This design comes from an exercise in tuning for small area and a short achievable clock period on the open sky130 flow, not from production work. Where RTL was checked, it was by simulation tests only, not by an equivalence proof against the original. No activity file was given, so power comes from the tool's default toggle rates.

== run 5 ==
## decode_stage
module decode_stage (
  input  logic                 clock,
  input  logic                 reset,
  input  logic                 if_valid,
  input  isa_pkg::word_t                if_instruction,
  input  isa_pkg::word_t                if_pc,
  input  logic                 ex_allow_in,
  input  logic                 ex_write_valid,
  input  isa_pkg::reg_addr_t            ex_write_register,
  input  logic                 wb_write_enable,
  input  isa_pkg::reg_addr_t            wb_write_register,
  input  isa_pkg::word_t                wb_write_data,
  output logic                 allow_in,
  output logic                 branch_taken,
  output isa_pkg::word_t                branch_target,
  output logic                 ex_valid,
  output isa_pkg::word_t                ex_pc,
  output isa_pkg::word_t                ex_rs_value,
  output isa_pkg::word_t                ex_rt_value,
  output logic [decode_pkg::imm_width-1:0] ex_immediate,
  output isa_pkg::reg_addr_t            ex_dest_register,
  output logic                 ex_register_write,
  output decode_pkg::alu_op_t              ex_alu_op,
  output logic                 ex_src1_is_shamt,
  output logic                 ex_src1_is_pc,
  output logic                 ex_src2_is_imm,
  output logic                 ex_src2_is_unsigned,
  output logic                 ex_src2_is_8,
  output logic                 ex_mem_write,
  output logic                 ex_is_load,
  output decode_pkg::mem_size_t            ex_mem_size,
  output logic                 ex_mem_unsigned
);
For scale: ~1200 flip-flops, about 280 I/O pins, ~52000 µm² of cells after synthesis.
==> flow/config.mk <==
export PLATFORM = sky130hd
export DESIGN_NAME = decode_stage
export DESIGN_NICKNAME = decode_stage
export VERILOG_FILES = /design/flow/design.v
export SDC_FILE = /design/flow/constraint.sdc
export NUM_CORES = 4
export LEC_CHECK = 0
export CAP_MARGIN = 10
export CORE_MARGIN = 2
export CORE_UTILIZATION = 35
export SETUP_SLACK_MARGIN = 3.0
export SLEW_MARGIN = 10
export SYNTH_HIERARCHICAL = 1
==> flow/constraint.sdc <==
create_clock -name core_clock -period 7.5 [get_ports {clock}]
set_input_delay 1.5000 -clock core_clock [delete_from_list [all_inputs] [get_ports {clock}]]
set_output_delay 1.5000 -clock core_clock [all_outputs]
set_load 0.01 [all_outputs]
standard.sh (not shown) runs the stock make flow with config.mk's settings and CLKGATE_MAP_FILE= SYNTH_SCRIPT=/design/flow/synth_recipe.tcl, a recipe that flattens the netlist after the stock synthesis.
==> flow/flow/run.sh <==
#!/bin/bash
# Standard layout with two changes: input/output ports get the smallest
# buffer (buf_1) instead of clkdlybuf4s50_1, and CTS adds no dummy loads.
# Every tool's output goes to ORFS's own per-step logs under orfs/logs;
# make's output goes to flow_make.log here.
set -euo pipefail
export BUFFER_PORTS_ARGS="-buffer_cell sky130_fd_sc_hd__buf_1"
export CTS_ARGS="-sink_clustering_enable -repair_clock_nets -sink_clustering_size 20 -sink_clustering_max_diameter 80 -dont_use_dummy_load"
bash standard.sh > flow_make.log 2>&1
Run 5: no failed stages, no open violations at the end
Relative to run 5, the following input files were edited for run 1:
Settings: SETUP_SLACK_MARGIN: 3.0 -> 2.8; CAP_MARGIN: 10 -> 0; SLEW_MARGIN: 10 -> 0.
==> flow/flow/run.sh <==
#!/bin/bash
# Standard layout with two changes: input/output ports get the smallest
# buffer (buf_1) instead of clkdlybuf4s50_1, and CTS adds no dummy loads.
# Every tool's output goes to ORFS's own per-step logs under orfs/logs;
# make's output goes to flow_make.log here.
set -euo pipefail
export BUFFER_PORTS_ARGS="-buffer_cell sky130_fd_sc_hd__buf_1"
export CTS_ARGS="-sink_clustering_enable -repair_clock_nets -sink_clustering_size 24 -sink_clustering_max_diameter 50 -dont_use_dummy_load"
bash standard.sh > flow_make.log 2>&1
Findings:
- The layout from run 1, despite a flow that completed every stage, fails the layout checks, with the failing checks listed as capacitance limit, slew limit.
- The run showing the greater detailed-route wire length per cell is run 5.
- Summary of run 1 over run 5: pre-CTS setup slack saw an increase; register share of the cell area shrank by 0.57 points; post-layout instance area up 0.99%; maximum number of pins on one net before global-route repair went down about 30%.
- Run 5 -> run 1: final wirelength decreased by a few percent

========
## 05-27
Another version of the RTL of decode_stage (not shown whole).
Size: roughly 3300 cells after synthesis, about 1200 flip-flops, roughly 280 I/O pins.
Design decode_stage, start of the top module:
module decode_stage (
  input  logic                 clock,
  input  logic                 reset,
  input  logic                 if_valid,
  input  isa_pkg::word_t                if_instruction,
  input  isa_pkg::word_t                if_pc,
  input  logic                 ex_allow_in,
  input  logic                 ex_write_valid,
  input  isa_pkg::reg_addr_t            ex_write_register,
  input  logic                 wb_write_enable,
  input  isa_pkg::reg_addr_t            wb_write_register,
  input  isa_pkg::word_t                wb_write_data,
  output logic                 allow_in,
  output logic                 branch_taken,
  output isa_pkg::word_t                branch_target,
  output logic                 ex_valid,
  output isa_pkg::word_t                ex_pc,
  output isa_pkg::word_t                ex_rs_value,
  output isa_pkg::word_t                ex_rt_value,
  output logic [decode_pkg::imm_width-1:0] ex_immediate,
  output isa_pkg::reg_addr_t            ex_dest_register,
  output logic                 ex_register_write,
  output decode_pkg::alu_op_t              ex_alu_op,
  output logic                 ex_src1_is_shamt,
  output logic                 ex_src1_is_pc,
  output logic                 ex_src2_is_imm,
  output logic                 ex_src2_is_unsigned,
  output logic                 ex_src2_is_8,
  output logic                 ex_mem_write,
  output logic                 ex_is_load,
  output decode_pkg::mem_size_t            ex_mem_size,
  output logic                 ex_mem_unsigned
);
clock: 7.5 ns
lec_check: 0
cap_margin: 10
core_margin: 2
core_utilization: 35
setup_slack_margin: 3.0
slew_margin: 10
synth_hierarchical: 1
==> flow/flow/run.sh <==
#!/bin/bash
# Standard layout with two changes: input/output ports get the smallest
# buffer (buf_1) instead of clkdlybuf4s50_1, and CTS adds no dummy loads.
# Every tool's output goes to ORFS's own per-step logs under orfs/logs;
# make's output goes to flow_make.log here.
set -euo pipefail
export BUFFER_PORTS_ARGS="-buffer_cell sky130_fd_sc_hd__buf_1"
export CTS_ARGS="-sink_clustering_enable -repair_clock_nets -sink_clustering_size 20 -sink_clustering_max_diameter 80 -dont_use_dummy_load"
bash standard.sh > flow_make.log 2>&1
For 02-23, these inputs were changed with respect to 05-27:
- CORE_UTILIZATION now 40, was 35
[summary]
What 05-27 reported for number of cell rows has to be multiplied by 0.936 to get the figure for 02-23. Summary of 02-23 over 05-27: power share of the clock group has decreased, count of cells along the worst register-to-register path shows a reduction of 2, area growth from synthesis to layout has decreased, combinational power essentially unchanged. Compared to 05-27, the routing of 02-23 uses less wire. [compare] base=05-27 new=02-23: leakage power saw a decrease; total of cells resized after clock tree synthesis lost 73; via density per instance rose by 2.3%; normalized max-slew margin shrank by 7.3 points; post-layout worst setup margin moved up.
No functional check of the RTL was part of any run of this note.

-- afterwards: timing with drivers on the ports --
How much do the figures lean on ideal ports? The routed layouts below were timed once more, with nothing changed but the port constraints.
Step 1, drivers: a clkbuf_16 drives clock and a buf_2 each remaining input, both assumed.
Step 2, shift: input delay + t, output delay - t, t = (earliest + latest rising clock arrival at the registers) / 2. This alone moves slack from input paths to output paths.
Slacks: ideal / step 1 / step 2; pairs: ideal / step 1.
run | shift t [ns] | setup slack, ns | worst setup path at the end | worst register clock-pin slew, ns | pins driven straight from the clock port
run 5 | 0.739 | 2.544 / 2.366 / 2.236 | input to register | 0.09 / 0.09 | 1
run 1 | 0.771 | 2.572 / 2.456 / 2.140 | input to register | 0.08 / 0.08 | 1
05-27 | 0.730 | 2.834 / 2.713 / 2.167 | input to register | 0.09 / 0.09 | 1
02-23 | 0.724 | 2.847 / 2.692 / 2.371 | input to register | 0.09 / 0.09 | 1
The setup slack of 05-27, which loses most, moves by -0.121 ns with the drivers and by -0.667 ns with both steps.
